What follows belongs to an exercise in optimizing a design on an open flow for small area; a production flow would make more cautious choices. Only simulation tests tie the RTL to the original design; equivalence was not proved. Power is estimated from default activity; no workload was simulated. The flow treats the clock pin as an ideal source, which a real chip does not have.

[design/flow/config.mk]
export PLATFORM = sky130hd
export DESIGN_NAME = dma_pgen
export DESIGN_NICKNAME = dma_pgen
export VERILOG_FILES = /design/flow/design.v
export SDC_FILE = /design/flow/constraint.sdc
export NUM_CORES = 4
export LEC_CHECK = 0
export CAP_MARGIN = 0
export CORE_MARGIN = 2
export CORE_UTILIZATION = 40
export SLEW_MARGIN = 0
export SYNTH_HIERARCHICAL = 1
export SYNTH_MINIMUM_KEEP_SIZE = 0
[design/flow/constraint.sdc]
create_clock -name core_clock -period 5.0 [get_ports {clk}]
set_input_delay 1.0000 -clock core_clock [delete_from_list [all_inputs] [get_ports {clk}]]
set_output_delay 1.0000 -clock core_clock [all_outputs]
set_load 0.01 [all_outputs]
[design/flow/design.v]
`timescale 1ns/1ns
package dram_pkg;
  localparam int ADDR_WIDTH = 32;
  localparam int CH_WIDTH   = 5;    
  localparam int BK_WIDTH   = 4;    
  localparam int ROW_WIDTH  = 14;
  localparam int COL_WIDTH  = 5;
  localparam int COL_LSB   = 3;
  localparam int BK_LSB    = 8;
  localparam int ROW_LSB   = 12;
  localparam int CH_LSB    = 26;
  localparam int RANGE_BIT = 31;    
  localparam int CFR_IDX_LSB = 3;   
  localparam int CFR_NUM     = 4;
  typedef logic [ADDR_WIDTH-1:0]      host_addr_t;
  typedef logic [CH_WIDTH-1:0]        ch_addr_t;
  typedef logic [BK_WIDTH-1:0]        bk_addr_t;
  typedef logic [ROW_WIDTH-1:0]       row_addr_t;
  typedef logic [COL_WIDTH-1:0]       col_addr_t;
  typedef logic [$clog2(CFR_NUM)-1:0] cfr_idx_t;
endpackage
`timescale 1ns/1ns
package dma_pkt_pkg;
  localparam int DATA_WIDTH = 64;
  localparam int MASK_WIDTH = DATA_WIDTH / 8;   
  typedef logic [DATA_WIDTH-1:0] data_t;
  typedef logic [MASK_WIDTH-1:0] mask_t;        
  typedef enum logic {
    DRAM_RANGE = 1'b0,
    CFR_RANGE  = 1'b1
  } addr_range_t;
  typedef enum logic {
    WRITE = 1'b0,
    READ  = 1'b1
  } req_type_t;
  typedef enum logic [1:0] {
    DEST_WR   = 2'd0,   
    DEST_RD   = 2'd1,   
    DEST_DREG = 2'd2    
  } dest_t;
endpackage
`timescale 1ns/1ns
`timescale 1ns/1ns
`timescale 1ns/1ns
`timescale 1ns/1ns
module dma_pgen #(
  parameter int QUE_DEPTH = 8,
  parameter int QUE_PFULL = 5
) (
  input  logic                   clk,
  input  logic                   rst,
  input  logic                   in_valid,
  output logic                   in_ready,
  input  dram_pkg::host_addr_t   in_addr,
  input  dma_pkt_pkg::data_t     in_data,
  input  dma_pkt_pkg::mask_t     in_mask,
  input  logic                   in_isrd,
  output logic                   icnt_valid,
  input  logic                   icnt_rdy,
  output dma_pkt_pkg::req_type_t icnt_req_type,
  output dram_pkg::ch_addr_t     icnt_ch,
  output dram_pkg::bk_addr_t     icnt_bk,
  output dram_pkg::row_addr_t    icnt_row,
  output dram_pkg::col_addr_t    icnt_col,
  output dma_pkt_pkg::data_t     icnt_data,
  output dma_pkt_pkg::mask_t     icnt_mask,
  output logic                   orde_valid,
  input  logic                   orde_rdy,
  output dram_pkg::ch_addr_t     orde_ch,
  output dram_pkg::bk_addr_t     orde_bk,
  output dram_pkg::row_addr_t    orde_row,
  output dram_pkg::col_addr_t    orde_col,
  output logic                   dreg_valid,
  input  logic                   dreg_rdy,
  output dma_pkt_pkg::data_t     dreg_data
);
  localparam int NSLOT = 6;    
  localparam int EW    = 102;  
  logic       init_done;   
  logic       dec_valid;   
  logic       dec_mk;      
  logic [2:0] tk_ptr;      
  logic [2:0] rd_ptr;      
  logic       empty, pfull, take, exq_wr, load, pop;
  logic [2:0] tk_nx, rd_nx, wr_ptr;
  assign tk_nx  = {tk_ptr[1:0], ~tk_ptr[2]};
  assign rd_nx  = {rd_ptr[1:0], ~rd_ptr[2]};
  assign empty  = (tk_ptr == rd_ptr);
  assign pfull  = (tk_nx == rd_ptr);      
  assign take   = dec_valid && !pfull;
  assign exq_wr = take && dec_mk;
  assign wr_ptr = (dec_valid && dec_mk) ? tk_nx : tk_ptr;
  assign in_ready = init_done && (!dec_valid || !pfull);
  assign load     = in_valid && in_ready;
  always_ff @(posedge clk or posedge rst) begin
    if (rst) begin
      init_done <= 1'b0;
      dec_valid <= 1'b0;
      tk_ptr    <= '0;
      rd_ptr    <= '0;
    end else begin
      init_done <= 1'b1;
      if (load)        dec_valid <= 1'b1;
      else if (!pfull) dec_valid <= 1'b0;
      if (exq_wr) tk_ptr <= tk_nx;
      if (pop)    rd_ptr <= rd_nx;
    end
  end
  logic        in_cfr;
  logic [1:0]  in_idx;
  logic [63:0] cfr_reg [4];
  assign in_cfr = in_addr[31];
  assign in_idx = in_addr[4:3];
  logic        cfr_rd, keep_n;
  logic [63:0] ent_data;      
  assign cfr_rd = in_cfr && in_isrd;
  assign keep_n = !(rst || cfr_rd);
  always_ff @(posedge clk) begin
    for (int r = 0; r < 4; r++) begin
      for (int b = 0; b < 8; b++) begin
        if (rst || (load && in_cfr && !in_isrd && in_idx == r && in_mask[b])) begin
          cfr_reg[r][8*b +: 8] <= ent_data[8*b +: 8];
        end
      end
    end
  end
  logic [EW-1:0]    slot [NSLOT];
  logic [EW-1:0]    ent_d;
  logic [NSLOT-1:0] wr_sel, rd_sel;
  logic [3:0]  cfr_sel;
  assign cfr_sel = {4{cfr_rd && !rst}} & {in_idx == 2'd3, in_idx == 2'd2, in_idx == 2'd1, in_idx == 2'd0};
  for (genvar i = 0; i < 64; i++) begin : g_ent
    logic t0;
    aoi222 u_t0 (.a1(cfr_reg[0][i]), .a2(cfr_sel[0]), .b1(cfr_reg[1][i]), .b2(cfr_sel[1]),
                 .c1(cfr_reg[2][i]), .c2(cfr_sel[2]), .y(t0));
    ao221n u_t1 (.a1(cfr_reg[3][i]), .a2(cfr_sel[3]), .b1(in_data[i]), .b2(keep_n), .cn(t0),
                 .y(ent_data[i]));
  end
  assign ent_d = {in_cfr, in_isrd, in_addr[30:3], ent_data, in_mask};
  assign wr_sel = {wr_ptr[2] & ~wr_ptr[1], wr_ptr[1] & ~wr_ptr[0], wr_ptr[2] & wr_ptr[0],
                   ~wr_ptr[2] & wr_ptr[1], ~wr_ptr[1] & wr_ptr[0], ~wr_ptr[2] & ~wr_ptr[0]};
  assign rd_sel = {rd_ptr[2] & ~rd_ptr[1], rd_ptr[1] & ~rd_ptr[0], rd_ptr[2] & rd_ptr[0],
                   ~rd_ptr[2] & rd_ptr[1], ~rd_ptr[1] & rd_ptr[0], ~rd_ptr[2] & ~rd_ptr[0]};
  always_ff @(posedge clk) begin
    if (load) dec_mk <= !in_cfr || in_isrd;
    for (int k = 0; k < NSLOT; k++) begin
      if (load && wr_sel[k]) slot[k] <= ent_d;
    end
  end
  logic [EW-1:0] head;
  for (genvar i = 0; i < EW; i++) begin : g_head
    logic t0, t1;
    aoi222 u_t0 (.a1(slot[0][i]), .a2(rd_sel[0]), .b1(slot[1][i]), .b2(rd_sel[1]),
                 .c1(slot[2][i]), .c2(rd_sel[2]), .y(t0));
    aoi222 u_t1 (.a1(slot[3][i]), .a2(rd_sel[3]), .b1(slot[4][i]), .b2(rd_sel[4]),
                 .c1(slot[5][i]), .c2(rd_sel[5]), .y(t1));
    assign head[i] = !(t0 && t1);
  end
  logic h_cfr, h_rd;
  assign h_cfr = head[101];
  assign h_rd  = head[100];
  assign icnt_valid = !empty && !h_cfr && (!h_rd || orde_rdy);
  assign orde_valid = !empty && !h_cfr && h_rd && icnt_rdy;
  assign dreg_valid = !empty && h_cfr;
  assign pop        = !empty && (h_cfr ? dreg_rdy : (icnt_rdy && (!h_rd || orde_rdy)));
  assign icnt_req_type = dma_pkt_pkg::req_type_t'(h_rd);
  assign {icnt_ch, icnt_row, icnt_bk, icnt_col} = head[99:72];   
  assign {orde_ch, orde_row, orde_bk, orde_col} = head[99:72];
  assign icnt_data = head[71:8];
  assign dreg_data = head[71:8];
  assign icnt_mask = head[7:0];
endmodule
module aoi222 (
  input  logic a1, a2, b1, b2, c1, c2,
  output logic y
);
  assign y = !((a1 && a2) || (b1 && b2) || (c1 && c2));
endmodule
module ao221n (
  input  logic a1, a2, b1, b2, cn,
  output logic y
);
  assign y = (a1 && a2) || (b1 && b2) || !cn;
endmodule
[design/flow/flow/run.sh]
#!/bin/bash
# Standard layout, with the smallest buffer on the ports and no CTS dummy loads.
set -euo pipefail
bash standard.sh \
  "BUFFER_PORTS_ARGS=-buffer_cell sky130_fd_sc_hd__buf_1" \
  "CTS_ARGS=-sink_clustering_enable -repair_clock_nets -dont_use_dummy_load -buf_list sky130_fd_sc_hd__clkbuf_16 -sink_clustering_size 30 -sink_clustering_max_diameter 90" \
  finish > standard.log 2>&1
[design/flow/standard.sh]
#!/bin/bash
# synth_recipe.tcl (not shown) runs the flow's synth.tcl, then flattens the netlist and writes it again
# the make line also repeats each setting of config.mk as NAME=value (left out here)
make -C /OpenROAD-flow-scripts/flow DESIGN_CONFIG=/design/flow/config.mk WORK_HOME=/design/flow/orfs CLKGATE_MAP_FILE= SYNTH_SCRIPT=/design/flow/synth_recipe.tcl "${@:-finish}"
==> results of run 1 <==
cell usage in the layout, fill, tap and decap left out, types with 8 or more instances in the layout:
cell	count
a222oi_1	268
a22oi_1	65
a31o_1	16
buf_1	303
buf_4	49
clkbuf_16	37
dfrtp_1	8
edfxtp_1	869
nand2_1	180
nor2_4	8
o21ai_0	16
worst max-delay path, stage by stage, from the launching register on:
cell	delay (ns)
dfrtp_1	0.63
nor2b_4	0.73
buf_4	0.48
a222oi_1	0.15
nand2_1	0.24
buf_1	0.18
cell type report:
cell class                 instances  area share, %
sequential                       877           75.4
multi-input combinational        609           13.4
timing repair buffer             360           4.73
tap                             1050           3.76
clock buffer                      37           2.65
inverter                           4         0.0430
antenna                            4         0.0287
per-module statistics from Yosys (local to each module, per instance):
module	cells inside	flops+latches	copies in the design	area [sq um]
ao221n	2	0	64	11.3
aoi222	1	0	268	10.0
dma_pgen	1201	877	1	28200
routing by layer:
metal  vias up  GRT usage, %
li1       7468             -
met1      8992          25.6
met2       685          33.5
met3        80          2.33
met4         6          4.24
met5         -             0
power groups by stage:
stage	Clock (uW)	Sequential, uW	Combinational (uW)
floorplan	0	9270	4050
global route	3720	9190	6180
CTS	3480	9130	5810
global placement	0	9260	5790
detailed placement	0	9300	5800
finish	3360	9130	5720
metrics by stage:
step                total power [uW]  cell area (sq um)  TNS, ns  util, %
floorplan                      13300              31600  -852.40        -
global placement               15000              34000        0     43.2
detailed placement             15100              34000        0     43.2
CTS                            18400              34900        0     44.4
global route                   19100              34900        0     44.4
finish                         18200              34900        0     44.4
cells by family (layout without fill, tap and decap cells):
group,count (synthesis),in the layout,synth area share (%)
AND/OR/NAND/NOR,221,221,2.98
XOR/XNOR,6,6,0.273
buffers and inverters,111,401,2.50
other,1,5,0.0119
AO/OA/AOI/OAI,376,376,10.9
multiplexers,5,5,0.174
flip-flops,877,877,83.1
worst paths after layout:
check	start	end	slack, ns	cells after the start
max reg2reg	rd_ptr[1]	slot[4][45]	1.94	5
max in group asynchronous	rst	rd_ptr[0]	3.27	2
min	init_done	dec_valid	0.57	2
min reg2reg	init_done	dec_valid	0.57	2
min in group asynchronous	rst	rd_ptr[2]	1.15	2
max	rd_ptr[2]	dreg_data[29]	1.01	5
==> summary.md, run 1 <==
| Metric | Value |
|---|---|
| Status | `finished clean` |
| Post-route insts no fill | `slightly below 3,000` |
| Clock sinks | `877` |
| Residual DRC count | `0` |
| Initial antenna violation count | `7` |
| Internal | `11,900 uW` |
| Distinct cells, synth | `39` |
| Initial Utilization | `between 40% and 50%` |
| Share of cells above drive strength 1 | `under 10%` |
| CTS Hold Bufs | `0` |
| Most instantiated library cell after synthesis | `edfxtp_1` |
| Final Cycle Share | `around 80%` |
| Syn_nets | `roughly 1,700` |
| Cell row count | `roughly 100` |
| CP Capture Type | `output pin` |
| Psw | `between 6000 and 7000 uW` |
| Core area | `roughly 0.079 sq mm` |
| Clock network power share | `18.5%` |
| CTS tree | `yes` |
| Syn_area_per_cell | `slightly below 20 sq um` |
| DR WL/cell | `roughly 27 um` |
| Seq/Total Area, Yosys | `between 80% and 90%` |
| EDFF count, synth | `approximately 870` |
| Share of the synthesized area in the top cell type | `~83%` |
| RSZ-0062 raised after global routing | `no` |
| Largest register FFs | `between 600 and 700` |
| Total track usage | `19.1%` |
| Cell leakage power | `~0.011 uW` |
| Max Slew Vio Count | `0` |
| Nets | `2,000` |
| Maximum capacitance violations | `0` |
| Remaining antenna violation count | `0` |
| CTS Buf Count | `37` |
| Crit path kind | `flip-flop to output pin` |
| Die span in y | `285 um` |
| Drt total wl | `roughly 80 mm` |
| Area contributors post-synth | `edfxtp_1 83%, a222oi_1 8.5%, buf_4 2.2%` |
| Final Hold Violating Endpoints | `0` |
| Mapped cell area | `roughly 0.032 sq mm` |
| Crit path DAT | `roughly 3.0 ns` |
| Drt first pass iters | `10` |
| Routed met1 length | `about 33 mm` |
| Clk_skew | `0.0322 ns` |
| Clock insertion delay at the later pin of the skew report | `approximately 0.58 ns` |
| WL met2 | `slightly above 40 mm` |
| Area delta synth->final | `10.3%` |
| Register area | `about 0.026 sq mm` |
| H-tree depth | `2` |
| IO buf count | `about 300` |
| Root Buffer | `clkbuf_16` |
| Total number of yosys warnings | `11` |
| Hold crit path type | `flip-flop to flip-flop` |
| Die width | `roughly 290 um` |
| Final setup margin | `1.01 ns` |
| First-pass GRT wire length | `approximately 120 mm` |
| Async SR Flop Fraction | `less than 1%` |
| Synthesized instance count | `between 1,500 and 2,000` |
| Worst-path fanout max | `23` |
| Pre-CTS worst setup slack | `around 1.5 ns` |
| Inst Count DP | `roughly 2,900` |
| Worst slew pin tran | `~1.1 ns` |
| Peak supply drop | `0.000369 V` |
| Clock-pin slew on the worst setup and hold paths | `between 0.1 and 0.15 ns` |
| Top achievable clock speed | `250 MHz` |
| CP startpoint kind | `flip-flop` |
| Main synth FF type | `edfxtp_1` |
| CTS max path bufs | `3` |
| Post-DR vias/cell | `roughly 6` |
| Die ar. | `between 0.08 and 0.09 sq mm` |
| 1st-iter DRT viols | `between 2,000 and 2,500` |
| Pwr dens | `about 520 mW/mm^2` |
| GR Overflow Total | `0` |
| Area leader, netlist | `edfxtp_1` |
| DR top layer | `met5` |
| Area of the multi-input gates | `about 0.0047 sq mm` |
| Filler instances | `between 6,000 and 7,000` |
| Vias | `17,200` |
| Final setup vio count | `0` |
| Reg power frac | `about 50%` |
| Routability cong. | `approximately 0.70` |
| Top cells by count, synth | `869 x edfxtp_1, 268 x a222oi_1, 180 x nand2_1` |
| Vias in the first global route | `17,200` |
| Resized cells post-CTS | `0` |
| Worst Path Required | `4.00 ns` |
| Setup Fix Bufs, Post-CTS | `0` |
| HPWL after DPL | `43.3 mm` |
| Sw frac | `a little over a third` |
| Largest net degree at the start of global routing | `57` |
| Hold slack final | `roughly 0.57 ns` |
| Met3 wire length | `approximately 5.2 mm` |
| Period minus WS final | `around 4 ns` |
| # IOs | `~310` |
| Number of synthesized register bits | `approximately 880` |
| Comb pwr share | `31.4%` |
| Relative slew slack | `23.7%` |
==> run 2, diff against run 1 <==
--- a/design/flow/config.mk
+++ b/design/flow/config.mk
@@ -5,9 +5,9 @@
 export SDC_FILE = /design/flow/constraint.sdc
 export NUM_CORES = 4
 export LEC_CHECK = 0
-export CAP_MARGIN = 0
+export CAP_MARGIN = 20
 export CORE_MARGIN = 2
 export CORE_UTILIZATION = 40
-export SLEW_MARGIN = 0
+export SLEW_MARGIN = 20
 export SYNTH_HIERARCHICAL = 1
 export SYNTH_MINIMUM_KEEP_SIZE = 0
==> summary.md, run 2 <==
| Metric | Value |
|---|---|
| Status | `finished clean` |
| 1st-iter DRT viols | `between 2,000 and 2,500` |
| Number of synthesized register bits | `877` |
| Vias | `between 15,000 and 20,000` |
| Root Buffer | `clkbuf_16` |
| Vias in the first global route | `approximately 17,000` |
| CP Capture Type | `output pin` |
| Area delta synth->final | `10.4%` |
| Core area | `roughly 0.08 sq mm` |
| Area contributors post-synth | `edfxtp_1 83%, a222oi_1 8.5%, buf_4 2.2%` |
| Clock sinks | `around 900` |
| Die ar. | `roughly 0.081 sq mm` |
| CTS Buf Count | `37` |
| CP startpoint kind | `flip-flop` |
| Comb pwr share | `31.4%` |
| Syn_area_per_cell | `around 20 sq um` |
| Cell leakage power | `0.0112 uW` |
| Fin util | `around 44%` |
| Relative slew slack | `between 20 and 30%` |
| Mapped cell area | `approximately 0.032 sq mm` |
| Largest net degree at the start of global routing | `57` |
| Crit path kind | `flip-flop to output pin` |
| Reg power frac | `50.1%` |
| Distinct cells, synth | `39` |
| Share of the synthesized area in the top cell type | `82.5%` |
| Residual DRC count | `0` |
| RSZ-0062 raised after global routing | `no` |
| Internal | `about 12,000 uW` |
| HPWL after DPL | `43.3 mm` |
| Drt total wl | `~80 mm` |
| Worst-path fanout max | `23` |
| Hold crit path type | `flip-flop to flip-flop` |
| Filler instances | `6,798` |
| Clock insertion delay at the later pin of the skew report | `0.58 ns` |
| Pre-CTS worst setup slack | `approximately 1.5 ns` |
| Final Hold Violating Endpoints | `0` |
| IO buf count | `304` |
| Remaining antenna violation count | `0` |
| Final setup margin | `1.01 ns` |
| Period minus WS final | `around 4.0 ns` |
| Largest register FFs | `612` |
| Async SR Flop Fraction | `less than 1%` |
| Drt first pass iters | `9` |
| First-pass GRT wire length | `about 120 mm` |
| CTS tree | `yes` |
| Most frequent cells in the layout | `869 x edfxtp_1, 303 x buf_1, 268 x a222oi_1` |
| Top cells by count, synth | `869 x edfxtp_1, 268 x a222oi_1, 180 x nand2_1` |
| Nets | `about 2,000` |
| Die span in y | `285 um` |
| Most common cell after layout, fill and taps aside | `edfxtp_1` |
| Syn_nets | `~1,700` |
| Final Cycle Share | `between 70 and 80%` |
| Post-DR vias/cell | `between 5 and 6` |
| Register area | `0.0263 sq mm` |
| Sw frac | `34.7%` |
| Most instantiated library cell after synthesis | `edfxtp_1` |
| Cell row count | `~100` |
| Seq/Total Area, Yosys | `slightly above 80%` |
| Initial Utilization | `between 40% and 50%` |
| Area of the multi-input gates | `around 0.0047 sq mm` |
| Initial antenna violation count | `7` |
| DR WL/cell | `27.2 um` |
| Maximum capacitance violations | `0` |
| Top achievable clock speed | `around 250 MHz` |
| Synthesized instance count | `around 1,600` |
| Die width | `approximately 290 um` |
| Main synth FF type | `edfxtp_1` |
| Worst Path Required | `4.00 ns` |
| # IOs | `308` |
| EDFF count, synth | `a little under 900` |
| Total track usage | `a little under a fifth` |
| Area leader, netlist | `edfxtp_1` |
| Final setup vio count | `0` |
| H-tree depth | `2` |
| CTS Hold Bufs | `0` |
| Share of cells above drive strength 1 | `6.46%` |
| CTS max path bufs | `3` |
| Clock network power share | `18.5%` |
| Clk_skew | `roughly 0.03 ns` |
| Total number of yosys warnings | `11` |
| Routability cong. | `around 0.70` |
| Worst slew pin tran | `1.11 ns` |
| Crit path DAT | `2.99 ns` |
| Clock-pin slew on the worst setup and hold paths | `around 0.11 ns` |
| Setup Fix Bufs, Post-CTS | `0` |
| Psw | `roughly 6300 uW` |
| Pwr dens | `about 520 mW/mm^2` |
| Peak supply drop | `approximately 0.00037 V` |
| GR Overflow Total | `0` |
| Max Slew Vio Count | `0` |
| Resized cells post-CTS | `0` |
[run 2: cell counts after synthesis]
Identical to the previous run, type by type.
[run 2: power groups by stage]
stage	clock [uW]	combinational [uW]	sequential (uW)
2_1_floorplan	0	4050	9270
3_3_place_gp	0	5790	9260
3_5_place_dp	0	5800	9300
4_1_cts	3480	5810	9130
5_1_grt	3720	6180	9190
6_report	3370	5720	9130
[run 2: worst paths after layout]
kind / start / end / slack, ns / cells after the start
worst max-delay path: rd_ptr[2] / dreg_data[29] / 1.01 / 5
worst min-delay path: init_done / dec_valid / 0.57 / 2
worst max register to register: rd_ptr[1] / slot[4][34] / 1.95 / 5
worst min register to register: init_done / dec_valid / 0.57 / 2
max in group asynchronous: rst / rd_ptr[0] / 3.25 / 2
min in group asynchronous: rst / rd_ptr[2] / 1.16 / 2
[run 2: logic make-up (layout without fill, tap and decap cells)]
| logic type | count (synthesis) | in the layout | synth area share [%] |
|---|---|---|---|
| AOI/OAI and AO/OA | 376 | 376 | 10.9 |
| xor gates and xnor gates | 6 | 6 | 0.273 |
| buffers and inverters | 111 | 402 | 2.50 |
| DFF | 877 | 877 | 83.1 |
| muxes | 5 | 5 | 0.174 |
| other | 1 | 5 | 0.0119 |
| and+or+nand+nor | 221 | 221 | 2.98 |
[run 2: final cells by class]
type                    count  share of cell area [%]
well taps                1050                    3.76
diodes                      4                  0.0287
repair buffers            361                    4.80
clock buffers              37                    2.65
multi-input cells         609                    13.4
inverters                   4                  0.0430
flip-flops and latches    877                    75.3
[run 2: metrics by stage]
stage	std cells	setup TNS, ns	hold WS, ns	area (sq um)	power (uW)
finish	2942	0	0.574	34900	18200
global route	2941	0	0.608	34900	19100
CTS	2937	0	0.552	34900	18400
detailed placement	2900	0	0.527	34000	15100
global placement	2900	0	0.527	34000	15000
floorplan	1597	-852.40	0.491	31600	13300
[run 2: per-layer routing]
layer | vias to the layer above | wire, um | part of all wire, % | global-route usage, %
li1 | 7471 | - | - | -
met2 | 665 | 40400 | 50 | 33.5
met5 | - | 41 | 0.051 | 0
met1 | 8984 | 33000 | 41 | 25.6
met4 | 6 | 1450 | 1.8 | 4.24
met3 | 76 | 5120 | 6.4 | 2.33
[run 2: per-module statistics from Yosys (local to each module, per instance)]
module | area, sq um | copies in the design
dma_pgen | 28200 | 1
aoi222 | 10.0 | 268
ao221n | 11.3 | 64
[run 2: worst max-delay path, cell delays in order, from the launching register on]
cell	delay, ns
dfrtp_1	0.62
nor2b_4	0.72
buf_4	0.48
a222oi_1	0.15
nand2_1	0.24
buf_1	0.18
==> run 3, diff against run 2 <==
==> design/flow/flow/run.sh (replaced) <==
#!/bin/bash
# Standard layout, with the smallest buffer on the ports and no CTS dummy loads.
set -euo pipefail
bash standard.sh \
  "BUFFER_PORTS_ARGS=-buffer_cell sky130_fd_sc_hd__buf_1" \
  "CTS_ARGS=-sink_clustering_enable -repair_clock_nets -dont_use_dummy_load -buf_list {sky130_fd_sc_hd__clkbuf_8 sky130_fd_sc_hd__clkbuf_16} -sink_clustering_size 20 -sink_clustering_max_diameter 70" \
  finish > standard.log 2>&1
==> summary.md, run 3 <==
| Metric | Value |
|---|---|
| Crit path DAT | `2.95 ns` |
| Drt first pass iters | `9` |
| Max Slew Vio Count | `0` |
| Number of synthesized register bits | `a little under 900` |
| Cell leakage power | `about 0.011 uW` |
| Crit-path cells | `nor2b_4 > buf_4 > a222oi_1 > nand2_1 > buf_1` |
| PnR Total Power | `18,900 uW` |
| Placement Cell Area | `0.0340 sq mm` |
| Hold slack final | `0.563 ns` |
| Resized cells post-CTS | `0` |
| Setup Fix Bufs, Post-CTS | `0` |
| Most common cell after layout, fill and taps aside | `edfxtp_1` |
| Residual DRC count | `0` |
| Sw frac | `34.2%` |
| Syn_nets | `about 1,700` |
| First-pass GRT wire length | `116 mm` |
| Top achievable clock speed | `around 250 MHz` |
| Maximum capacitance violations | `0` |
| Share of the synthesized area in the top cell type | `between 80% and 90%` |
| Mapped cell area | `approximately 0.032 sq mm` |
| Peak supply drop | `0.000365 V` |
| IO buf count | `a little over 300` |
| Filler instances | `a little under 7,000` |
| HPWL after DPL | `43.3 mm` |
| Most instantiated library cell after synthesis | `edfxtp_1` |
| Drt total wl | `80.2 mm` |
| Period minus WS final | `just under 4 ns` |
| CTS Buf Count | `54` |
| CTS tree | `yes` |
| Total track usage | `roughly 19%` |
| Share of cells above drive strength 1 | `7.25%` |
| Vias | `~17,000` |
| Routability cong. | `slightly below 0.7` |
| Register area | `~0.026 sq mm` |
| Core area | `between 0.07 and 0.08 sq mm` |
| Distinct cells, synth | `39` |
| Final setup vio count | `0` |
| CTS Hold Bufs | `0` |
| Root Buffer | `clkbuf_16` |
| Comb pwr share | `a little under a third` |
| Clock sinks | `~880` |
| CP startpoint kind | `flip-flop` |
| Post-DR vias/cell | `5.86` |
| Worst Path Required | `about 4.0 ns` |
| Hold crit path type | `flip-flop to flip-flop` |
| Area leader, netlist | `edfxtp_1` |
| Largest register FFs | `612` |
| GR Overflow Total | `0` |
| CP Capture Type | `output pin` |
| Clk_skew | `0.0556 ns` |
| Clock insertion delay at the later pin of the skew report | `~0.63 ns` |
| Internal | `12,500 uW` |
| CTS max path bufs | `3` |
| Die span in y | `285 um` |
| Most frequent cells in the layout | `869 x edfxtp_1, 303 x buf_1, 268 x a222oi_1` |
| DR WL/cell | `approximately 27 um` |
| Worst-path fanout max | `23` |
| Clock network power share | `a little over a fifth` |
| Clock-pin slew on the worst setup and hold paths | `roughly 0.080 ns` |
| Nets | `2,017` |
| Die width | `about 290 um` |
| Area of the multi-input gates | `about 0.0047 sq mm` |
| Top cells by count, synth | `869 x edfxtp_1, 268 x a222oi_1, 180 x nand2_1` |
| Area contributors post-synth | `edfxtp_1 83%, a222oi_1 8.5%, buf_4 2.2%` |
| Pwr dens | `between 500 and 600 mW/mm^2` |
| Psw | `6460 uW` |
| Remaining antenna violation count | `0` |
| Initial Utilization | `40.2%` |
| Async SR Flop Fraction | `0.912%` |
| Relative slew slack | `about 24%` |
| Crit path kind | `flip-flop to output pin` |
| 1st-iter DRT viols | `~2,200` |
| Max stage delay on crit path | `0.73 ns` |
| RSZ-0062 raised after global routing | `no` |
| Final Cycle Share | `roughly four fifths` |
| Largest net degree at the start of global routing | `57` |
| Area delta synth->final | `11.7%` |
| Slowest cell on crit path | `nor2b_4` |
| Vias in the first global route | `17,400` |
| Status | `finished clean` |
| Final Cell Area | `0.0353 sq mm` |
| CP bufs+invs | `2` |
| Syn_area_per_cell | `~20 sq um` |
| # IOs | `between 300 and 400` |
| EDFF count, synth | `about 870` |
| Main synth FF type | `edfxtp_1` |
| Die ar. | `between 0.08 and 0.09 sq mm` |
| Cell row count | `103` |
| H-tree depth | `2` |
| Worst slew pin tran | `~1.1 ns` |
| Reg power frac | `roughly half` |
| Final Hold Violating Endpoints | `0` |
| Total number of yosys warnings | `11` |
| Family with the most delay on the worst path | `simple AND/OR/NAND/NOR gates` |
| Seq/Total Area, Yosys | `between 80% and 90%` |
| Initial antenna violation count | `7` |
| Synthesized instance count | `roughly 1,600` |
| Final setup TNS | `0 ns` |
==> run 3: area by class of cell <==
| class | count | share of cell area [%] |
|---|---|---|
| diodes | 4 | 0.0283 |
| clock buffers | 54 | 3.83 |
| inverters | 4 | 0.0425 |
| multi-input cells | 609 | 13.3 |
| flip-flops and latches | 877 | 74.4 |
| well taps | 1050 | 3.72 |
| repair buffers | 360 | 4.67 |
==> run 3: cells by family (layout without fill, tap and decap cells) <==
logic type / after synthesis / count (layout) / synth area share, %
and+or+nand+nor: 221 / 221 / 2.98
AOI/OAI and AO/OA: 376 / 376 / 10.9
other: 1 / 5 / 0.0119
xor gates and xnor gates: 6 / 6 / 0.273
muxes: 5 / 5 / 0.174
buffers and inverters: 111 / 418 / 2.50
DFF: 877 / 877 / 83.1
==> run 3: power by group through the flow <==
| stage | combinational [uW] | clock (uW) | sequential, uW |
|---|---|---|---|
| after CTS | 5810 | 4200 | 9140 |
| after floorplan | 4050 | 0 | 9270 |
| after global routing | 6180 | 4460 | 9190 |
| final | 5710 | 4070 | 9130 |
| after global placement | 5790 | 0 | 9260 |
| after detailed placement | 5800 | 0 | 9300 |
==> run 3: path summary, 6_finish.rpt <==
check                      cells after the start      start  slack, ns       endpoint
min in group asynchronous                      2        rst       1.18      dec_valid
min reg2reg                                    2  init_done       0.56      dec_valid
max in group asynchronous                      2        rst       3.22      tk_ptr[1]
max                                            5  rd_ptr[2]       1.05  icnt_data[29]
max reg2reg                                    5  rd_ptr[1]       1.98    slot[4][34]
min                                            2  init_done       0.56      dec_valid
==> run 3: worst register-to-register path, delay by kind of cell (launching register included) <==
family                 cells  cell delay [ns]
AND/OR/NAND/NOR            2             0.62
buffers and inverters      1             0.89
flip-flops                 1             0.55
XOR/XNOR                   1             0.24
AO/OA/AOI/OAI              1             0.30
==> run 3: per-module statistics from Yosys (local to each module, per instance) <==
| module | cells | area [sq um] | copies in the design | flip-flops and latches |
|---|---|---|---|---|
| dma_pgen | 1201 | 28200 | 1 | 877 |
| aoi222 | 1 | 10.0 | 268 | 0 |
| ao221n | 2 | 11.3 | 64 | 0 |
==> run 3: metrics by stage <==
stage	util (%)	setup WS, ns	std cells
2_1_floorplan	-	-1.74	1597
3_3_place_gp	43.2	1.61	2900
3_5_place_dp	43.2	1.51	2900
4_1_cts	44.9	0.962	2954
5_1_grt	44.9	0.923	2957
6_report	44.9	1.05	2958
==> run 3: layer usage <==
metal,track usage (%),vias to the layer above,part of all wire (%)
met5,0,-,0.051
li1,-,7506,-
met4,4.33,6,1.7
met2,33.6,716,51
met3,2.62,92,6.8
met1,25.7,9023,41
==> run 4, diff against run 3 <==
==> design/flow/flow/run.sh (replaced) <==
#!/bin/bash
# Standard layout, with the smallest buffer on the ports and no CTS dummy loads.
set -euo pipefail
bash standard.sh \
  "BUFFER_PORTS_ARGS=-buffer_cell sky130_fd_sc_hd__buf_1" \
  "CTS_ARGS=-sink_clustering_enable -repair_clock_nets -dont_use_dummy_load -buf_list sky130_fd_sc_hd__clkbuf_16 -sink_clustering_size 36 -sink_clustering_max_diameter 70" \
  finish > standard.log 2>&1
==> summary.md, run 4 <==
| Metric | Value |
|---|---|
| Status | `finished clean` |
| CP Capture Type | `output pin` |
| Remaining antenna violation count | `0` |
| Top achievable clock speed | `roughly 250 MHz` |
| Worst Reg-to-Reg Cells | `5` |
| Max Slew Vio Count | `0` |
| Most instantiated library cell after synthesis | `edfxtp_1` |
| CP startpoint kind | `flip-flop` |
| Register area | `around 0.026 sq mm` |
| Mapped cell area | `approximately 0.032 sq mm` |
| CTS tree | `yes` |
| Share of cells above drive strength 1 | `6.86%` |
| Resized cells post-CTS | `0` |
| Drt total wl | `80.2 mm` |
| Largest net degree at the start of global routing | `between 50 and 60` |
| Crit Reg-Reg Startpoint | `rd_ptr[1]` |
| First-pass GRT wire length | `between 100 and 150 mm` |
| Vias | `17,300` |
| Setup Fix Bufs, Post-CTS | `0` |
| R2r setup slk | `approximately 2.0 ns` |
| CTS max path bufs | `3` |
| Vias in the first global route | `17,300` |
| Die ar. | `0.0813 sq mm` |
| Die span in y | `~290 um` |
| Syn_nets | `roughly 1,700` |
| Main synth FF type | `edfxtp_1` |
| Worst-path fanout max | `23` |
| # IOs | `a little over 300` |
| Residual DRC count | `0` |
| Final Hold Violating Endpoints | `0` |
| Total track usage | `roughly a fifth` |
| IO buf count | `304` |
| Drt first pass iters | `13` |
| Clock-pin slew on the worst setup and hold paths | `about 0.06 ns` |
| RSZ-0062 raised after global routing | `no` |
| 1st-iter DRT viols | `about 2,300` |
| Final setup margin | `between 1 and 1.5 ns` |
| Inst Count DP | `between 2,000 and 3,000` |
| Top cells by count, synth | `869 x edfxtp_1, 268 x a222oi_1, 180 x nand2_1` |
| Crit path kind | `flip-flop to output pin` |
| Period minus WS final | `slightly below 4 ns` |
| Die width | `about 290 um` |
| Initial antenna violation count | `7` |
| Hold path endpoint | `dec_valid` |
| Clk_skew | `approximately 0.095 ns` |
| Cell row count | `just over 100` |
| Clock sinks | `around 880` |
| Pwr dens | `between 500 and 600 mW/mm^2` |
| Hold Startpoint | `dec_valid` |
| Hold crit path type | `flip-flop to flip-flop` |
| Area of the multi-input gates | `between 0.004 and 0.005 sq mm` |
| Worst Path Required | `4.00 ns` |
| Fin util | `about 45%` |
| Share of the synthesized area in the top cell type | `approximately 83%` |
| CTS Buf Count | `45` |
| DR WL/cell | `between 20 and 30 um` |
| Most frequent cells in the layout | `869 x edfxtp_1, 303 x buf_1, 268 x a222oi_1` |
| Filler instances | `around 6,800` |
| Largest register FFs | `slightly above 600` |
| Clock insertion delay at the later pin of the skew report | `between 0.6 and 0.7 ns` |
| Core area | `between 0.07 and 0.08 sq mm` |
| Total number of yosys warnings | `11` |
| Worst r2r dst | `slot[4][41]` |
| Area contributors post-synth | `edfxtp_1 83%, a222oi_1 8.5%, buf_4 2.2%` |
| EDFF count, synth | `just under 900` |
| Nets | `about 2,000` |
| Area leader, netlist | `edfxtp_1` |
| CTS Hold Bufs | `0` |
| Final setup TNS | `0 ns` |
| Peak supply drop | `between 0.0003 and 0.0004 V` |
| Async SR Flop Fraction | `less than 1%` |
| Routability cong. | `slightly below 0.7` |
| Most common cell after layout, fill and taps aside | `edfxtp_1` |
| Worst hold path depth | `2` |
| Pre-CTS worst setup slack | `about 1.5 ns` |
| Relative slew slack | `about a quarter` |
| Cell leakage power | `0.0113 uW` |
| Post-route insts no fill | `2,950` |
| HPWL after DPL | `roughly 43 mm` |
| Final setup vio count | `0` |
| Initial Utilization | `40.2%` |
| Number of synthesized register bits | `slightly below 900` |
| Final Cycle Share | `approximately 80%` |
| H-tree depth | `2` |
| Distinct cells, synth | `39` |
| Syn_area_per_cell | `roughly 20 sq um` |
| Worst slew pin tran | `between 1 and 1.5 ns` |
| Hold slack final | `between 0.6 and 0.7 ns` |
| Synthesized instance count | `between 1,500 and 2,000` |
| GR Overflow Total | `0` |
| Post-DR vias/cell | `roughly 5.9` |
| Crit path DAT | `2.94 ns` |
| Seq/Total Area, Yosys | `between 80% and 90%` |
| Root Buffer | `clkbuf_16` |
| Area delta synth->final | `11.1%` |
| Maximum capacitance violations | `0` |
==> run 4: cell type report <==
class	instances	area share, %
inverters	4	0.0427
flip-flops and latches	877	74.9
clock buffers	45	3.21
repair buffers	361	4.78
diodes	4	0.0285
well taps	1050	3.74
multi-input cells	609	13.3
==> run 4: how the worst max path moves through the flow <==
stage	cells past startpoint	start	end
2_1_floorplan	2	in_valid	slot[2][0]
3_3_place_gp	7	in_isrd	slot[3][46]
3_5_place_dp	7	in_isrd	slot[2][42]
4_1_cts	5	rd_ptr[2]	dreg_data[29]
5_1_grt	5	rd_ptr[2]	dreg_data[29]
6_report	5	rd_ptr[2]	dreg_data[29]
==> run 4: modules after synthesis (local to each module, per instance) <==
| module | flip-flops and latches | cells inside |
|---|---|---|
| dma_pgen | 877 | 1201 |
| ao221n | 0 | 2 |
| aoi222 | 0 | 1 |
==> run 4: layer usage <==
layer / share of wire (%) / routed length, um / track usage, % / up-vias
met1: 41 / 32500 / 25.6 / 8984
met2: 50 / 40400 / 33.6 / 727
met4: 2.0 / 1640 / 4.50 / 6
li1: - / - / - / 7492
met5: 0.051 / 41 / 0 / -
met3: 7.0 / 5590 / 2.50 / 93
==> run 4: cell families (layout without fill, tap and decap cells) <==
logic type | count (synthesis) | after routing | synth area share, %
flops | 877 | 877 | 83.1
other cells | 1 | 5 | 0.0119
simple gates | 221 | 221 | 2.98
buf+inv | 111 | 410 | 2.50
compound gates | 376 | 376 | 10.9
xor+xnor | 6 | 6 | 0.273
mux | 5 | 5 | 0.174
==> run 4: through the flow <==
stage | total power (uW) | cell area [sq um]
after floorplan | 13300 | 31600
after global placement | 15000 | 34000
after detailed placement | 15100 | 34000
after CTS | 18800 | 35100
after global routing | 19400 | 35100
final | 18600 | 35100
==> run 4: worst max-delay path: stages, from the launching register on <==
cell and delay, ns:
dfrtp_1 0.61, nor2b_4 0.71, buf_4 0.48, a222oi_1 0.15
nand2_1 0.24, buf_1 0.18
==> run 4: report_power, final <==
group          switching (uW)  internal (uW)  total (uW)
logic                    4070           1660        5720
registers                 235           8890        9130
clock network            2090           1600        3700
==> run 5, diff against run 4 <==
--- a/design/flow/design.v
+++ b/design/flow/design.v
@@ -111,14 +111,25 @@
   logic [63:0] cfr_reg [4];
   assign in_cfr = in_addr[31];
   assign in_idx = in_addr[4:3];
-  logic        cfr_rd, keep_n;
+  logic [3:0]  cfr_ok;
+  logic        cfr_rd, cfr_wr, ok_sel;
+  logic [7:0]  keep;          
   logic [63:0] ent_data;      
   assign cfr_rd = in_cfr && in_isrd;
-  assign keep_n = !(rst || cfr_rd);
+  assign cfr_wr = load && in_cfr && !in_isrd;
+  assign ok_sel = cfr_ok[in_idx];
+  assign keep   = {8{!cfr_rd}} & ({8{!in_cfr || ok_sel}} | in_mask);
+  always_ff @(posedge clk or posedge rst) begin
+    if (rst) begin
+      cfr_ok <= '0;
+    end else if (cfr_wr) begin
+      cfr_ok[in_idx] <= 1'b1;
+    end
+  end
   always_ff @(posedge clk) begin
     for (int r = 0; r < 4; r++) begin
       for (int b = 0; b < 8; b++) begin
-        if (rst || (load && in_cfr && !in_isrd && in_idx == r && in_mask[b])) begin
+        if (cfr_wr && in_idx == r && (in_mask[b] || !cfr_ok[r])) begin
           cfr_reg[r][8*b +: 8] <= ent_data[8*b +: 8];
         end
       end
@@ -128,12 +139,13 @@
   logic [EW-1:0]    ent_d;
   logic [NSLOT-1:0] wr_sel, rd_sel;
   logic [3:0]  cfr_sel;
-  assign cfr_sel = {4{cfr_rd && !rst}} & {in_idx == 2'd3, in_idx == 2'd2, in_idx == 2'd1, in_idx == 2'd0};
+  assign cfr_sel = {4{cfr_rd}} & cfr_ok &
+                   {in_idx == 2'd3, in_idx == 2'd2, in_idx == 2'd1, in_idx == 2'd0};
   for (genvar i = 0; i < 64; i++) begin : g_ent
     logic t0;
     aoi222 u_t0 (.a1(cfr_reg[0][i]), .a2(cfr_sel[0]), .b1(cfr_reg[1][i]), .b2(cfr_sel[1]),
                  .c1(cfr_reg[2][i]), .c2(cfr_sel[2]), .y(t0));
-    ao221n u_t1 (.a1(cfr_reg[3][i]), .a2(cfr_sel[3]), .b1(in_data[i]), .b2(keep_n), .cn(t0),
+    ao221n u_t1 (.a1(cfr_reg[3][i]), .a2(cfr_sel[3]), .b1(in_data[i]), .b2(keep[i/8]), .cn(t0),
                  .y(ent_data[i]));
   end
   assign ent_d = {in_cfr, in_isrd, in_addr[30:3], ent_data, in_mask};
==> design/flow/flow/run.sh (replaced) <==
#!/bin/bash
# Standard layout, with the smallest buffer on the ports and no CTS dummy loads.
set -euo pipefail
bash standard.sh \
  "BUFFER_PORTS_ARGS=-buffer_cell sky130_fd_sc_hd__buf_1" \
  "CTS_ARGS=-sink_clustering_enable -repair_clock_nets -dont_use_dummy_load -buf_list sky130_fd_sc_hd__clkbuf_16 -sink_clustering_size 30 -sink_clustering_max_diameter 90" \
  finish > standard.log 2>&1
--- a/design/flow/config.mk
+++ b/design/flow/config.mk
@@ -7,7 +7,7 @@
 export LEC_CHECK = 0
 export CAP_MARGIN = 20
 export CORE_MARGIN = 2
-export CORE_UTILIZATION = 40
+export CORE_UTILIZATION = 55
 export SLEW_MARGIN = 20
 export SYNTH_HIERARCHICAL = 1
 export SYNTH_MINIMUM_KEEP_SIZE = 0
==> summary.md, run 5 <==
| Metric | Value |
|---|---|
| Status | `finished clean` |
| Area leader, netlist | `edfxtp_1` |
| Syn_nets | `~1,700` |
| Max stage delay on crit path | `between 0.9 and 1 ns` |
| Drt total wl | `around 74 mm` |
| Total track usage | `24.5%` |
| Top cells by count, synth | `869 x edfxtp_1, 268 x a222oi_1, 170 x nand2_1` |
| CTS max path bufs | `3` |
| Crit path kind | `flip-flop to output pin` |
| Drt first pass iters | `10` |
| CTS tree | `yes` |
| Nets | `2,004` |
| Fin util | `60.2%` |
| Residual DRC count | `0` |
| Clock sinks | `between 800 and 900` |
| HPWL after DPL | `roughly 41 mm` |
| Clock insertion delay at the later pin of the skew report | `roughly 0.6 ns` |
| Top achievable clock speed | `roughly 230 MHz` |
| Core area | `0.0575 sq mm` |
| H-tree depth | `2` |
| GR Overflow Total | `0` |
| Family with the most delay on the worst path | `simple AND/OR/NAND/NOR gates` |
| CP startpoint kind | `flip-flop` |
| Synthesized instance count | `1,616` |
| Worst-path fanout max | `65` |
| Period minus WS final | `around 4.3 ns` |
| Final Cycle Share | `between 80% and 90%` |
| # IOs | `308` |
| Die span in y | `244 um` |
| Vias in the first global route | `between 15,000 and 20,000` |
| Root Buffer | `clkbuf_16` |
| CTS Buf Count | `35` |
| Remaining antenna violation count | `0` |
| Initial Utilization | `55.3%` |
| Share of cells above drive strength 1 | `between 5 and 6%` |
| Final setup vio count | `0` |
| Setup Fix Bufs, Post-CTS | `0` |
| Crit path DAT | `between 3 and 4 ns` |
| Total number of yosys warnings | `11` |
| Crit-path cells | `and2_4 > a222oi_1 > nand3_1 > nor3b_1 > buf_1` |
| Resized cells post-CTS | `0` |
| Die ar. | `between 0.05 and 0.06 sq mm` |
| Ant diodes | `0` |
| Worst Path Required | `4.00 ns` |
| CP bufs+invs | `1` |
| CP Capture Type | `output pin` |
| DR WL/cell | `27.9 um` |
| Worst slew pin tran | `between 1 and 1.5 ns` |
| Maximum capacitance violations | `0` |
| Distinct cells, synth | `approximately 40` |
| Most frequent cells in the layout | `869 x edfxtp_1, 304 x buf_1, 268 x a222oi_1` |
| Main synth FF type | `edfxtp_1` |
| Final Hold Violating Endpoints | `0` |
| EDFF count, synth | `slightly below 900` |
| CTS Hold Bufs | `0` |
| Number of synthesized register bits | `about 880` |
| Area delta synth->final | `8.81%` |
| Clk_skew | `approximately 0.048 ns` |
| Cell row count | `88` |
| Share of the synthesized area in the top cell type | `between 80 and 90%` |
| IO buf count | `roughly 300` |
| 1st-iter DRT viols | `2,313` |
| Largest register FFs | `roughly 610` |
| Initial antenna violation count | `2` |
| Async SR Flop Fraction | `around 1.4%` |
| Seq/Total Area, Yosys | `around 83%` |
| Routability cong. | `0.714` |
| Slowest cell on crit path | `a222oi_1` |
| Pwr dens | `between 500 and 600 mW/mm^2` |
| Clock-pin slew on the worst setup and hold paths | `between 0.1 and 0.15 ns` |
| Vias | `around 17,000` |
| Area contributors post-synth | `edfxtp_1 82%, a222oi_1 8.4%, buf_4 2.2%` |
| RSZ-0062 raised after global routing | `no` |
| Most common cell after layout, fill and taps aside | `edfxtp_1` |
| Largest net degree at the start of global routing | `74` |
| Mapped cell area | `between 0.03 and 0.04 sq mm` |
| Relative slew slack | `roughly 28%` |
| Hold slack final | `0.378 ns` |
| Hold crit path type | `input port to asynchronous set/reset pin` |
| First-pass GRT wire length | `108 mm` |
| Die width | `between 200 and 250 um` |
| Cell leakage power | `roughly 0.011 uW` |
| Max Slew Vio Count | `0` |
| Syn_area_per_cell | `~20 sq um` |
| Most instantiated library cell after synthesis | `edfxtp_1` |
| Filler instances | `approximately 4,200` |
| Peak supply drop | `approximately 0.00048 V` |
| Post-DR vias/cell | `roughly 6.5` |
==> run 5: changes by cell type after synthesis, moves of 4 or more <==
cell / before / now
buf_2: 6 / 2
nor2_1: 12 / 18
dfrtp_1: 8 / 12
o21ai_0: 16 / 8
a21oi_1: 8 / 39
a31o_1: 16 / 0
nand2_1: 180 / 170
nand2b_1: 0 / 5
inv_1: 4 / 11
nand3_2: 0 / 4
==> run 5: worst reg2reg max path: stages, from the launching register on <==
cell and delay, ns:
dfrtp_1 0.65, and2_4 0.92, a222oi_1 0.44, a21oi_1 0.28, a2bb2oi_1 0.51, nor2_4 0.09, mux2_4 0.31
==> run 5: final cells by class <==
| class | instances | area (sq um) | share of cell area (%) |
|---|---|---|---|
| Sequential cell | 881 | 26400 | 76.3 |
| Tap cell | 765 | 957 | 2.77 |
| Inverter | 11 | 41.3 | 0.119 |
| Clock buffer | 35 | 876 | 2.53 |
| Multi-Input combinational cell | 621 | 4690 | 13.6 |
| Timing Repair Buffer | 343 | 1630 | 4.72 |
==> run 5: metal layers <==
metal	wire (um)	vias up	part of all wire [%]	global-route usage, %
li1	-	7495	-	-
met1	29900	8954	40	34.4
met2	37500	755	51	41.5
met3	5580	80	7.5	3.17
met4	1250	4	1.7	5.51
met5	29	-	0.039	0
==> run 5: stage by stage <==
stage	total power, uW	setup WS, ns	std cells	TNS [ns]	area (sq um)
3_3_place_gp	14900	1.28	2621	0	33700
6_report	18000	0.681	2656	0	34600
2_1_floorplan	13300	-1.67	1616	-810.48	31800
5_1_grt	18800	0.508	2656	0	34600
4_1_cts	18100	0.662	2656	0	34600
3_5_place_dp	14900	1.28	2621	0	33700
==> run 5: report_power, final <==
part,switching [uW],internal (uW),total [uW]
Clock,2020,1270,3290
Sequential,254,8800,9060
Combinational,3970,1680,5650
Total,6240,11800,18000
==> run 5: cells by family after synthesis <==
group	synth area share [%]
mux	0.268
compound gates	10.8
xor+xnor	0.236
simple gates	3.17
other cells	0.0118
buf+inv	2.51
flops	83.0
==> run 5: final timing paths <==
| kind | endpoint | startpoint | cells past startpoint | slack, ns |
|---|---|---|---|---|
| min in group core_clock | dec_valid | init_done | 2 | 0.56 |
| max in group asynchronous | dec_valid | rst | 2 | 4.24 |
| setup reg to reg | rd_ptr[1] | rd_ptr[2] | 6 | 1.70 |
| hold reg to reg | dec_valid | init_done | 2 | 0.56 |
| setup / recovery | orde_valid | rd_ptr[2] | 5 | 0.68 |
| hold / removal | cfr_ok[3] | rst | 2 | 0.38 |
==> run 5: Yosys stat by module (local to each module, per instance) <==
| module | cells | area [sq um] |
|---|---|---|
| dma_pgen | 1220 | 28400 |
| ao221n | 2 | 11.3 |
| aoi222 | 1 | 10.0 |
==> run 6, diff against run 5 <==
--- a/design/flow/config.mk
+++ b/design/flow/config.mk
@@ -7,7 +7,7 @@
 export LEC_CHECK = 0
 export CAP_MARGIN = 20
 export CORE_MARGIN = 2
-export CORE_UTILIZATION = 55
+export CORE_UTILIZATION = 60
 export SLEW_MARGIN = 20
 export SYNTH_HIERARCHICAL = 1
 export SYNTH_MINIMUM_KEEP_SIZE = 0
==> summary.md, run 6 <==
| Metric | Value |
|---|---|
| HPWL after DPL | `roughly 40 mm` |
| Async SR Flop Fraction | `~1.4%` |
| Remaining antenna violation count | `0` |
| Top cells by count, synth | `869 x edfxtp_1, 268 x a222oi_1, 170 x nand2_1` |
| Top achievable clock speed | `237 MHz` |
| Nets | `about 2,000` |
| Drt total wl | `around 73 mm` |
| Routability cong. | `0.744` |
| Total track usage | `26.4%` |
| CP Capture Type | `output pin` |
| Initial Utilization | `between 60 and 70%` |
| Clock sinks | `around 880` |
| Final Cell Area | `roughly 0.035 sq mm` |
| Status | `finished clean` |
| Max stage delay on crit path | `between 0.8 and 0.9 ns` |
| Placement Cell Area | `between 0.03 and 0.04 sq mm` |
| DR WL/cell | `between 20 and 30 um` |
| Largest register FFs | `612` |
| Post-route insts no fill | `2,592` |
| Peak supply drop | `between 0.0004 and 0.0005 V` |
| Resized cells post-CTS | `0` |
| Maximum capacitance violations | `0` |
| Number of synthesized register bits | `roughly 880` |
| EDFF count, synth | `approximately 870` |
| CTS tree | `yes` |
| Crit path kind | `flip-flop to output pin` |
| Distinct cells, synth | `41` |
| Most common cell after layout, fill and taps aside | `edfxtp_1` |
| Final Cycle Share | `a little over four fifths` |
| Drt first pass iters | `13` |
| Final setup vio count | `0` |
| Family with the most delay on the worst path | `simple AND/OR/NAND/NOR gates` |
| Final Hold Violating Endpoints | `0` |
| Residual DRC count | `0` |
| IO buf count | `304` |
| Worst-path fanout max | `between 60 and 70` |
| Pwr dens | `roughly 520 mW/mm^2` |
| Initial antenna violation count | `7` |
| Filler instances | `approximately 3,600` |
| 1st-iter DRT viols | `approximately 2,400` |
| Post-DR vias/cell | `6.68` |
| H-tree depth | `2` |
| Vias in the first global route | `16,700` |
| Mapped cell area | `approximately 0.032 sq mm` |
| Worst r2r dst | `rd_ptr[2]` |
| Core area | `between 0.05 and 0.06 sq mm` |
| Share of the synthesized area in the top cell type | `approximately 82%` |
| Max Slew Vio Count | `0` |
| Total number of yosys warnings | `11` |
| Crit path DAT | `approximately 3.2 ns` |
| Area delta synth->final | `8.60%` |
| Worst Path Required | `4.00 ns` |
| Vias | `~17,000` |
| Crit Reg-Reg Startpoint | `rd_ptr[2]` |
| Die ar. | `around 0.055 sq mm` |
| Die width | `234 um` |
| Die span in y | `roughly 230 um` |
| Area leader, netlist | `edfxtp_1` |
| RSZ-0062 raised after global routing | `no` |
| Seq/Total Area, Yosys | `roughly 83%` |
| Syn_area_per_cell | `between 15 and 20 sq um` |
| Crit-path cells | `and2_4 > a222oi_1 > nand3_1 > nor3b_1 > buf_1` |
| Period minus WS final | `4.21 ns` |
| CTS Hold Bufs | `0` |
| Hold crit path type | `input port to asynchronous set/reset pin` |
| Cell leakage power | `between 0.01 and 0.015 uW` |
| Slowest cell on crit path | `a222oi_1` |
| # IOs | `between 300 and 400` |
| CTS max path bufs | `3` |
| CP startpoint kind | `flip-flop` |
| Clock insertion delay at the later pin of the skew report | `~0.6 ns` |
| CP bufs+invs | `1` |
| Most frequent cells in the layout | `869 x edfxtp_1, 304 x buf_1, 268 x a222oi_1` |
| Area contributors post-synth | `edfxtp_1 82%, a222oi_1 8.4%, buf_4 2.2%` |
| Share of cells above drive strength 1 | `between 6 and 7%` |
| R2r setup slk | `1.65 ns` |
| GR Overflow Total | `0` |
| Largest net degree at the start of global routing | `slightly above 100` |
| Relative slew slack | `between 20 and 30%` |
| Cell row count | `84` |
| Root Buffer | `clkbuf_16` |
| Setup Fix Bufs, Post-CTS | `0` |
| Most instantiated library cell after synthesis | `edfxtp_1` |
| Clock-pin slew on the worst setup and hold paths | `roughly 0.11 ns` |
| CTS Buf Count | `36` |
| Clk_skew | `0.0440 ns` |
| Hold slack final | `roughly 0.38 ns` |
| First-pass GRT wire length | `between 100 and 150 mm` |
| Worst slew pin tran | `between 1 and 1.5 ns` |
| Inst Count DP | `2,550` |
| Synthesized instance count | `between 1,500 and 2,000` |
| Worst Reg-to-Reg Cells | `6` |
| Syn_nets | `1,727` |
| Main synth FF type | `edfxtp_1` |
## run 6: cell counts after synthesis
No cell type changed its count.
## run 6: how the worst max path moves through the flow
stage                     cells after the start       start     endpoint  slack [ns]
after floorplan                               2    in_valid   slot[2][0]       -1.67
after global placement                        6  in_addr[4]  slot[3][43]        1.38
after detailed placement                      6  in_addr[4]  slot[0][66]        1.38
after CTS                                     5   rd_ptr[2]   orde_valid        0.83
after global routing                          5   rd_ptr[2]   orde_valid        0.68
final                                         5   rd_ptr[2]   orde_valid        0.79
## run 6: logic make-up (layout without fill, tap and decap cells)
kind of cell    count (synthesis)  after routing  share of synthesized area [%]
flops                         881            881                           83.0
other cells                     1              7                         0.0118
buf+inv                       114            396                           2.51
compound gates                383            383                           10.8
mux                             6              6                          0.268
simple gates                  225            225                           3.17
xor+xnor                        6              6                          0.236
## run 6: modules after synthesis (local to each module, per instance)
module | flops+latches | times used | cell area (sq um) | cells
aoi222 | 0 | 268 | 10.0 | 1
ao221n | 0 | 64 | 11.3 | 2
dma_pgen | 881 | 1 | 28400 | 1220
## run 6: where the power goes
part	total [uW]	switching (uW)	leakage, uW	internal, uW
clock network	3330	2020	0.000444	1310
logic	5620	3970	0.00242	1660
registers	9060	252	0.00807	8810
## run 6: layout make-up
class | instances | area, sq um | area share (%)
multi-input combinational | 621 | 4700 | 13.6
timing repair buffer | 349 | 1620 | 4.68
inverter | 11 | 41.3 | 0.120
tap | 688 | 861 | 2.49
sequential | 881 | 26400 | 76.4
antenna | 6 | 15.0 | 0.0435
clock buffer | 36 | 901 | 2.61
## run 6: metal layers
layer / share of wire [%] / global-route usage [%] / wire (um)
met1: 40 / 37.6 / 29400
met2: 49 / 42.8 / 35800
met3: 8.4 / 4.09 / 6100
met4: 2.3 / 7.59 / 1650
met5: 0.059 / 0 / 43
## run 6: stage by stage
stage	TNS [ns]	power (uW)	utilization, %	worst slack, ns
final	0	18000	65.8	0.788
after detailed placement	0	14900	64.1	1.38
after CTS	0	18100	65.8	0.829
after global routing	0	18900	65.8	0.675
after global placement	0	14800	64.1	1.38
after floorplan	-810.48	13300	-	-1.67
==> run 7, diff against run 6 <==
--- a/design/flow/config.mk
+++ b/design/flow/config.mk
@@ -7,7 +7,7 @@
 export LEC_CHECK = 0
 export CAP_MARGIN = 20
 export CORE_MARGIN = 2
-export CORE_UTILIZATION = 60
+export CORE_UTILIZATION = 40
 export SLEW_MARGIN = 20
 export SYNTH_HIERARCHICAL = 1
 export SYNTH_MINIMUM_KEEP_SIZE = 0
==> summary.md, run 7 <==
| Metric | Value |
|---|---|
| PnR Total Power | `between 15,000 and 20,000 uW` |
| Die span in y | `about 290 um` |
| Number of synthesized register bits | `~880` |
| Relative slew slack | `approximately 16%` |
| Max Slew Vio Count | `0` |
| Mapped cell area | `0.0318 sq mm` |
| Ant diodes | `0` |
| Final setup vio count | `0` |
| Worst-path fanout max | `65` |
| Hold slack final | `0.474 ns` |
| Largest net degree at the start of global routing | `about 100` |
| Residual DRC count | `0` |
| Fin util | `around 45%` |
| # IOs | `308` |
| First-pass GRT wire length | `roughly 120 mm` |
| Share of cells above drive strength 1 | `6.94%` |
| Final Cycle Share | `between 80 and 90%` |
| Crit path DAT | `~3.2 ns` |
| GR Overflow Total | `0` |
| Final Cell Area | `approximately 0.035 sq mm` |
| H-tree depth | `2` |
| Area delta synth->final | `10.6%` |
| Synthesized instance count | `roughly 1,600` |
| Placement Cell Area | `0.0342 sq mm` |
| Clock-pin slew on the worst setup and hold paths | `approximately 0.10 ns` |
| Top cells by count, synth | `869 x edfxtp_1, 268 x a222oi_1, 170 x nand2_1` |
| Filler instances | `approximately 7,000` |
| Syn_area_per_cell | `19.7 sq um` |
| Peak supply drop | `0.000265 V` |
| Area contributors post-synth | `edfxtp_1 82%, a222oi_1 8.4%, buf_4 2.2%` |
| Die width | `286 um` |
| Family with the most delay on the worst path | `simple AND/OR/NAND/NOR gates` |
| Clock sinks | `881` |
| Nets | `between 2,000 and 2,500` |
| Most instantiated library cell after synthesis | `edfxtp_1` |
| Period minus WS final | `about 4.2 ns` |
| Core area | `~0.079 sq mm` |
| CTS max path bufs | `3` |
| CTS Buf Count | `37` |
| Main synth FF type | `edfxtp_1` |
| HPWL after DPL | `44.5 mm` |
| Hold crit path type | `input port to asynchronous set/reset pin` |
| Worst Path Required | `roughly 4.0 ns` |
| Total track usage | `slightly below 20%` |
| EDFF count, synth | `approximately 870` |
| Final Hold Violating Endpoints | `0` |
| Status | `finished clean` |
| Root Buffer | `clkbuf_16` |
| Setup Fix Bufs, Post-CTS | `0` |
| Total number of yosys warnings | `11` |
| Most common cell after layout, fill and taps aside | `edfxtp_1` |
| Die ar. | `between 0.08 and 0.09 sq mm` |
| Distinct cells, synth | `41` |
| Cell leakage power | `~0.011 uW` |
| CTS tree | `yes` |
| Syn_nets | `~1,700` |
| Top achievable clock speed | `approximately 240 MHz` |
| Slowest cell on crit path | `and2_4` |
| DR WL/cell | `27.6 um` |
| IO buf count | `approximately 300` |
| Routability cong. | `0.714` |
| Post-DR vias/cell | `between 5 and 6` |
| Crit path kind | `flip-flop to output pin` |
| Async SR Flop Fraction | `approximately 1.4%` |
| Pwr dens | `approximately 520 mW/mm^2` |
| Final setup TNS | `0 ns` |
| 1st-iter DRT viols | `2,425` |
| Worst slew pin tran | `roughly 1.2 ns` |
| Clk_skew | `around 0.06 ns` |
| RSZ-0062 raised after global routing | `no` |
| Clock insertion delay at the later pin of the skew report | `about 0.60 ns` |
| Initial antenna violation count | `5` |
| Share of the synthesized area in the top cell type | `between 80 and 90%` |
| Remaining antenna violation count | `0` |
| Most frequent cells in the layout | `869 x edfxtp_1, 304 x buf_1, 268 x a222oi_1` |
| CTS Hold Bufs | `0` |
| CP startpoint kind | `flip-flop` |
| CP bufs+invs | `2` |
| Area leader, netlist | `edfxtp_1` |
| Cell row count | `roughly 100` |
| Max stage delay on crit path | `approximately 0.97 ns` |
| Seq/Total Area, Yosys | `around 83%` |
| CP Capture Type | `output pin` |
| Crit-path cells | `and2_4 > buf_4 > a222oi_1 > nand2_1 > buf_1` |
| Initial Utilization | `a little over 40%` |
| Drt first pass iters | `13` |
| Resized cells post-CTS | `0` |
| Vias | `about 18,000` |
| Largest register FFs | `612` |
| Vias in the first global route | `17,400` |
| Drt total wl | `around 80 mm` |
| Maximum capacitance violations | `0` |
-- run 7: changes by cell type in the layout (fill, tap and decap cells not counted), moves of 3 or more --
cell and delta:
diode_2 -6, buf_4 +14, buf_12 +3, o21ai_0 +3, o21ai_1 -3
-- run 7: where the power goes --
part	leakage [uW]	total (uW)	switching (uW)	internal (uW)
Combinational	0.00252	5860	4170	1680
Clock	0.000456	3380	2040	1340
Sequential	0.00807	9070	261	8810
Total	0.0110	18300	6470	11800
-- run 7: kinds of logic (layout without fill, tap and decap cells) --
kind of cell | count (synthesis) | in the layout | share of synthesized area, %
other | 1 | 1 | 0.0118
AOI/OAI and AO/OA | 383 | 383 | 10.8
DFF | 881 | 881 | 83.0
xor gates and xnor gates | 6 | 6 | 0.236
and+or+nand+nor | 225 | 225 | 3.17
buffers and inverters | 114 | 414 | 2.51
muxes | 6 | 6 | 0.268
-- run 7: worst paths after layout --
| kind | from | to | slack (ns) | cells after the start |
|---|---|---|---|---|
| setup / recovery | rd_ptr[2] | dreg_data[44] | 0.77 | 5 |
| max in group asynchronous | rst | tk_ptr[2] | 4.19 | 2 |
| hold / removal | rst | init_done | 0.47 | 2 |
| hold reg to reg | init_done | dec_valid | 0.59 | 2 |
| min in group core_clock | init_done | dec_valid | 0.59 | 2 |
| setup reg to reg | cfr_ok[1] | slot[3][66] | 1.69 | 5 |
-- run 7: per-module statistics from Yosys, one instance, submodules excluded --
module	cell area, sq um	times used	cells inside
aoi222	10.0	268	1
ao221n	11.3	64	2
dma_pgen	28400	1	1220
-- run 7: area by class of cell --
class | instances | area, sq um | area share, %
Timing Repair Buffer | 366 | 1780 | 5.07
Inverter | 11 | 41.3 | 0.117
Multi-Input combinational cell | 621 | 4700 | 13.4
Sequential cell | 881 | 26400 | 75.1
Clock buffer | 37 | 926 | 2.63
Tap cell | 1050 | 1310 | 3.74
-- run 7: routing by layer --
metal / vias to the layer above / track usage, % / share of wire (%)
met2: 792 / 32.4 / 48
met3: 88 / 3.26 / 7.9
met1: 9089 / 27.1 / 42
li1: 7537 / - / -
met5: - / 0 / 0.082
met4: 10 / 3.59 / 1.6
-- run 7: through the flow --
step | setup WS [ns] | std cells
floorplan | -1.67 | 1616
global placement | 1.20 | 2929
detailed placement | 1.11 | 2929
CTS | 0.710 | 2966
global route | 0.635 | 2966
finish | 0.771 | 2966

[afterwards: timing with drivers on the ports]
The results above use ideal ports. As a check the final layouts listed here were re-extracted and re-timed, cells and wires unchanged. Step 1 sets driving cells, clkbuf_16 on the clock port and buf_2 on the other inputs (assumed; they add their load-dependent delay and slew). Step 2 moves the port delays by t, midway between the first and last clock arrival at a register: inputs arrive t later, outputs are due t later. That takes back most of the time a late clock gives input paths. Three values: ideal ports, drivers, drivers and shift; two values: the first two.
run	t, ns	setup WS [ns]	worst register clock-pin slew, ns
run 1	0.635	1.007 / 0.943 / 1.493	0.11 / 0.11
run 2	0.635	1.013 / 0.948 / 1.523	0.11 / 0.11
run 3	0.661	1.045 / 0.981 / 1.498	0.08 / 0.08
run 4	0.654	1.060 / 0.996 / 1.510	0.12 / 0.12
run 5	0.642	0.681 / 0.615 / 1.257	0.11 / 0.11
run 6	0.645	0.788 / 0.725 / 1.362	0.11 / 0.11
run 7	0.629	0.771 / 0.709 / 0.948	0.11 / 0.11
After both steps every run listed still meets setup and hold.
